Context: an optimization exercise on an open-source flow, tuned for small area and a short achievable clock period. The choices shown serve that exercise and are no tape-out recipe. Where RTL was checked, it was by simulation tests only, not by an equivalence proof against the original. Power and IR drop assume default switching activity.

Setup of before:
==> flow/design.v (excerpt) <==
module exec_mem_top (
    input  logic                i_clock,
    input  logic                i_reset,
    input  cpu_pkg::inst_addr_t i_pc,
    input  logic [3:0]          i_alu_op,
    input  cpu_pkg::data_t      i_operand_a,
    input  cpu_pkg::data_t      i_operand_b,
    input  cpu_pkg::data_t      i_store_data,
    input  logic                i_mem_wr_enable,
    input  cpu_pkg::reg_addr_t  i_reg_wr_addr,
    input  logic                i_reg_wr_enable,
    input  logic [1:0]          i_wb_sel,
    input  logic                i_flush,
    output cpu_pkg::data_t      o_wb_data,
    output cpu_pkg::reg_addr_t  o_wb_reg_addr,
    output logic                o_wb_reg_wr_enable
);
Size in the first run: roughly 2,300 flip-flops, about 180 I/O pins.
export LEC_CHECK = 0
export CAP_MARGIN = 20
export CORE_MARGIN = 2
export CORE_UTILIZATION = 40
export CTS_CLUSTER_DIAMETER = 80
export CTS_CLUSTER_SIZE = 26
export GPL_ROUTABILITY_DRIVEN = 0
export HOLD_SLACK_MARGIN = 0
export PLACE_DENSITY = 0.75
export SETUP_SLACK_MARGIN = 2.0
export SLEW_MARGIN = 20
export SYNTH_HIERARCHICAL = 1
create_clock -name core_clock -period 4.5 [get_ports {i_clock}]
standard.sh (not shown) runs the stock make flow with config.mk's settings and CLKGATE_MAP_FILE= SYNTH_SCRIPT=/design/flow/synth_recipe.tcl, a recipe that flattens the netlist after the stock synthesis.
==> flow/flow/run.sh <==
#!/bin/bash
set -euo pipefail
export BUFFER_PORTS_ARGS="-buffer_cell sky130_fd_sc_hd__buf_2"
bash standard.sh > standard.log 2>&1
Having completed the whole flow, before delivered a layout that passed the timing, design-rule and antenna checks.
The following lists how after was set up differently from before:
# before
export LEC_CHECK = 0
export CAP_MARGIN = 20
export CORE_MARGIN = 2
export CORE_UTILIZATION = 40
export CTS_CLUSTER_DIAMETER = 80
export CTS_CLUSTER_SIZE = 26
export GPL_ROUTABILITY_DRIVEN = 0
export HOLD_SLACK_MARGIN = 0
export PLACE_DENSITY = 0.75
export SETUP_SLACK_MARGIN = 2.0
export SLEW_MARGIN = 20
export SYNTH_HIERARCHICAL = 1
create_clock -name core_clock -period 4.5 [get_ports {i_clock}]
# after
export LEC_CHECK = 0
export CAP_MARGIN = 20
export CORE_MARGIN = 2
export CORE_UTILIZATION = 40
export CTS_CLUSTER_DIAMETER = 80
export CTS_CLUSTER_SIZE = 26
export GPL_ROUTABILITY_DRIVEN = 0
export HOLD_SLACK_MARGIN = 0
export SETUP_SLACK_MARGIN = 2.0
export SLEW_MARGIN = 20
export SYNTH_HIERARCHICAL = 1
create_clock -name core_clock -period 4.5 [get_ports {i_clock}]
[summary]
Compared with before, after shows wire length higher by 6.8%.
Source of the critical timing path = i_operand_b[1]: before; source of the critical timing path = i_operand_a[16]: after
In the metrics for before and after, the one carrying the lower fraction of power consumed by the clock network is before.
Diff before -> after | combinational power | increase of about 3%
Arrival time of the worst setup path (after over before): decrease, 0.09 ns
after has more setup slack than before.
Function was not checked in any run of this note: the RTL went through the layout flow alone.

* * *

## P
exec_mem_top again, from the RTL that the note above started with.
export LEC_CHECK = 0
export CAP_MARGIN = 20
export CORE_MARGIN = 2
export CORE_UTILIZATION = 40
export CTS_CLUSTER_DIAMETER = 80
export CTS_CLUSTER_SIZE = 26
export HOLD_SLACK_MARGIN = 0
export SETUP_SLACK_MARGIN = 2.0
export SLEW_MARGIN = 20
export SYNTH_HIERARCHICAL = 1
create_clock -name core_clock -period 4.5 [get_ports {i_clock}]
Scripts as last shown in full above: flow/flow/run.sh
P finished end to end and its layout was clean on timing, DRC and antenna.
Relative to P, the following input files were edited for Q:
# P
export LEC_CHECK = 0
export CAP_MARGIN = 20
export CORE_MARGIN = 2
export CORE_UTILIZATION = 40
export CTS_CLUSTER_DIAMETER = 80
export CTS_CLUSTER_SIZE = 26
export HOLD_SLACK_MARGIN = 0
export SETUP_SLACK_MARGIN = 2.0
export SLEW_MARGIN = 20
export SYNTH_HIERARCHICAL = 1
create_clock -name core_clock -period 4.5 [get_ports {i_clock}]
# Q
export LEC_CHECK = 0
export CAP_MARGIN = 20
export CORE_MARGIN = 2
export CORE_UTILIZATION = 40
export CTS_CLUSTER_DIAMETER = 80
export CTS_CLUSTER_SIZE = 26
export HOLD_SLACK_MARGIN = 0
export PLACE_DENSITY = 0.75
export SETUP_SLACK_MARGIN = 2.0
export SLEW_MARGIN = 20
export SYNTH_HIERARCHICAL = 1
create_clock -name core_clock -period 4.5 [get_ports {i_clock}]
## What came out
Between Q and P, the difference in combinational group share of total power is negligible. Diff P..Q | required time of the worst setup path | negligible. Max first-pass GRT wire length across Q and P: P. Multi-input logic area in Q is 150 µm² lower than in P. Taking P as the reference, in Q global-route usage now sits lower; leakage power figure now sits at about the same level; relative area change from synthesis to final layout now sits lower; worst setup slack now sits lower; sequential power now sits at about the same level. In the final design statistics, Q uses more standard cells in total than P. P has a higher total length of routed met2 wires than Q.
--- input diff Q..R ---
# Q
export LEC_CHECK = 0
export CAP_MARGIN = 20
export CORE_MARGIN = 2
export CORE_UTILIZATION = 40
export CTS_CLUSTER_DIAMETER = 80
export CTS_CLUSTER_SIZE = 26
export HOLD_SLACK_MARGIN = 0
export PLACE_DENSITY = 0.75
export SETUP_SLACK_MARGIN = 2.0
export SLEW_MARGIN = 20
export SYNTH_HIERARCHICAL = 1
create_clock -name core_clock -period 4.5 [get_ports {i_clock}]
# R
export LEC_CHECK = 0
export CAP_MARGIN = 20
export CORE_MARGIN = 2
export CORE_UTILIZATION = 40
export CTS_CLUSTER_DIAMETER = 80
export CTS_CLUSTER_SIZE = 26
export HOLD_SLACK_MARGIN = 0
export SETUP_SLACK_MARGIN = 2.0
export SLEW_MARGIN = 20
export SYNTH_HIERARCHICAL = 1
export TNS_END_PERCENT = 10
create_clock -name core_clock -period 4.5 [get_ports {i_clock}]
[summary]
Met2 wire length: Q and R compared, lower one is Q. Re number of resized instances in the post-cts repair step: Q was higher than R. Q → R: initial core utilization was more or less identical; area of combinational cells with multiple inputs went down by about 0.7%. Relative to Q, instance count on the critical path increased by 1 in R. There was hardly any difference in cell area after layout between R and Q. When the final numbers for Q and R were put side by side, the routed wire length turned out to be greater in R. Higher final-layout fill cell count was reported by R, not Q. Comparing Q with R, the total power came out essentially unchanged. Compare Q and R | routed via count divided by cell count lower: R.
Function was not checked in any run of this note: the RTL went through the layout flow alone.

* * *

## run A
exec_mem_top, a different RTL version from the one above (not shown whole).
For scale: about 4700 cells after synthesis, ~2200 flip-flops, about 85000 µm² of cells after synthesis.
==> flow/config.mk <==
export PLATFORM = sky130hd
export DESIGN_NAME = exec_mem_top
export DESIGN_NICKNAME = exec_mem_top
export VERILOG_FILES = /design/flow/design.v
export SDC_FILE = /design/flow/constraint.sdc
export NUM_CORES = 4
export LEC_CHECK = 0
export CAP_MARGIN = 20
export CORE_MARGIN = 2
export CORE_UTILIZATION = 40
export CTS_CLUSTER_DIAMETER = 80
export CTS_CLUSTER_SIZE = 26
export HOLD_SLACK_MARGIN = 0
export SETUP_SLACK_MARGIN = 2.0
export SLEW_MARGIN = 20
export SYNTH_HIERARCHICAL = 1
==> flow/constraint.sdc <==
create_clock -name core_clock -period 4.5 [get_ports {i_clock}]
set_input_delay 0.9000 -clock core_clock [delete_from_list [all_inputs] [get_ports {i_clock}]]
set_output_delay 0.9000 -clock core_clock [all_outputs]
set_load 0.01 [all_outputs]
Scripts as last shown in full above: flow/flow/run.sh
diff inputs: run A => run B
- swapping 2.0 for 2.2 in SETUP_SLACK_MARGIN
[summary]
Worst-case headroom to the max-slew limit: lower on run A. When run B is measured against run A, its critical path depth turns out 1 higher. Going from run A to run B, worst hold-check slack decreased by 0.026 ns relative to the old numbers, number of pins with negative max-slew slack in the final report closely matched the old numbers, sum of buffers and inverters on the critical path increased by 1 relative to the old numbers, overall via count from detail_route closely matched the old numbers. Compared run B vs run A, and power is up in run B. Maximum achievable frequency: run B vs run A down about 6%. Between run A and run B, average vias per placed instance is lower for run B, run A comes in above that.
Here is what was changed in the inputs of run C compared with run B.
- setting PLACE_DENSITY to 0.75 for the first time
- changing SETUP_SLACK_MARGIN from 2.2 to 2.0
Run C ends up with higher hold slack than run B does.
Comparing run C and run B, the lower data arrival time of the critical path was measured on run C.
On cell count: between run C and run B, it ends up lower for run C.
Run C against run B: clock-buffer cell count shows a reduction of about 2.3%, net switching power figure shows a reduction of about 6%, non-clock buffer count shows a reduction of 84, net switching share of the total power shows a reduction of 0.75 points, overall power after layout shows a reduction of about 3.4%.
Run C vs. run B: reported combinational group power went down by 8.0%.
Achievable clock frequency is lower on run B

==> static timing again, ports no longer ideal <==
How much do the figures lean on ideal ports? The routed layouts below were timed once more, with nothing changed but the port constraints.
Step 1, drivers: a clkbuf_16 drives i_clock and a buf_2 each remaining input, both assumed.
Step 2 times the ports against the registers' clock, not the clock port: input delays grow and output delays shrink by t, the midpoint of the rising clock arrivals with the driver on.
Three values: ideal ports, drivers, drivers and shift; two values: the first two.
| run | t (ns) | setup slack, ns | worst setup path at the end | latest minus earliest clock arrival (ns) | worst data-port slew with drivers (ns) |
|---|---|---|---|---|---|
| before | 0.858 | 1.733 / 1.583 / 0.725 | input to register | 0.106 / 0.105 | 0.26 |
| after | 0.849 | 1.811 / 1.826 / 0.977 | input to register | 0.063 / 0.064 | 0.21 |
| P | 0.858 | 1.938 / 1.844 / 0.986 | input to register | 0.093 / 0.093 | 0.23 |
| Q | 0.833 | 1.909 / 1.888 / 1.056 | input to register | 0.093 / 0.093 | 0.20 |
| R | 0.854 | 1.703 / 1.681 / 0.827 | input to register | 0.096 / 0.096 | 0.23 |
| run A | 0.872 | 1.850 / 1.684 / 0.812 | input to register | 0.050 / 0.050 | 0.37 |
| run B | 0.891 | 1.672 / 1.672 / 0.853 | input to register | 0.043 / 0.043 | 0.20 |
| run C | 0.860 | 1.721 / 1.721 / 0.945 | input to register | 0.053 / 0.052 | 0.28 |
After both steps setup and hold are still met in every run listed. The setup slack of run A, which loses most, moves by -0.166 ns with the drivers and by -1.038 ns with both steps.
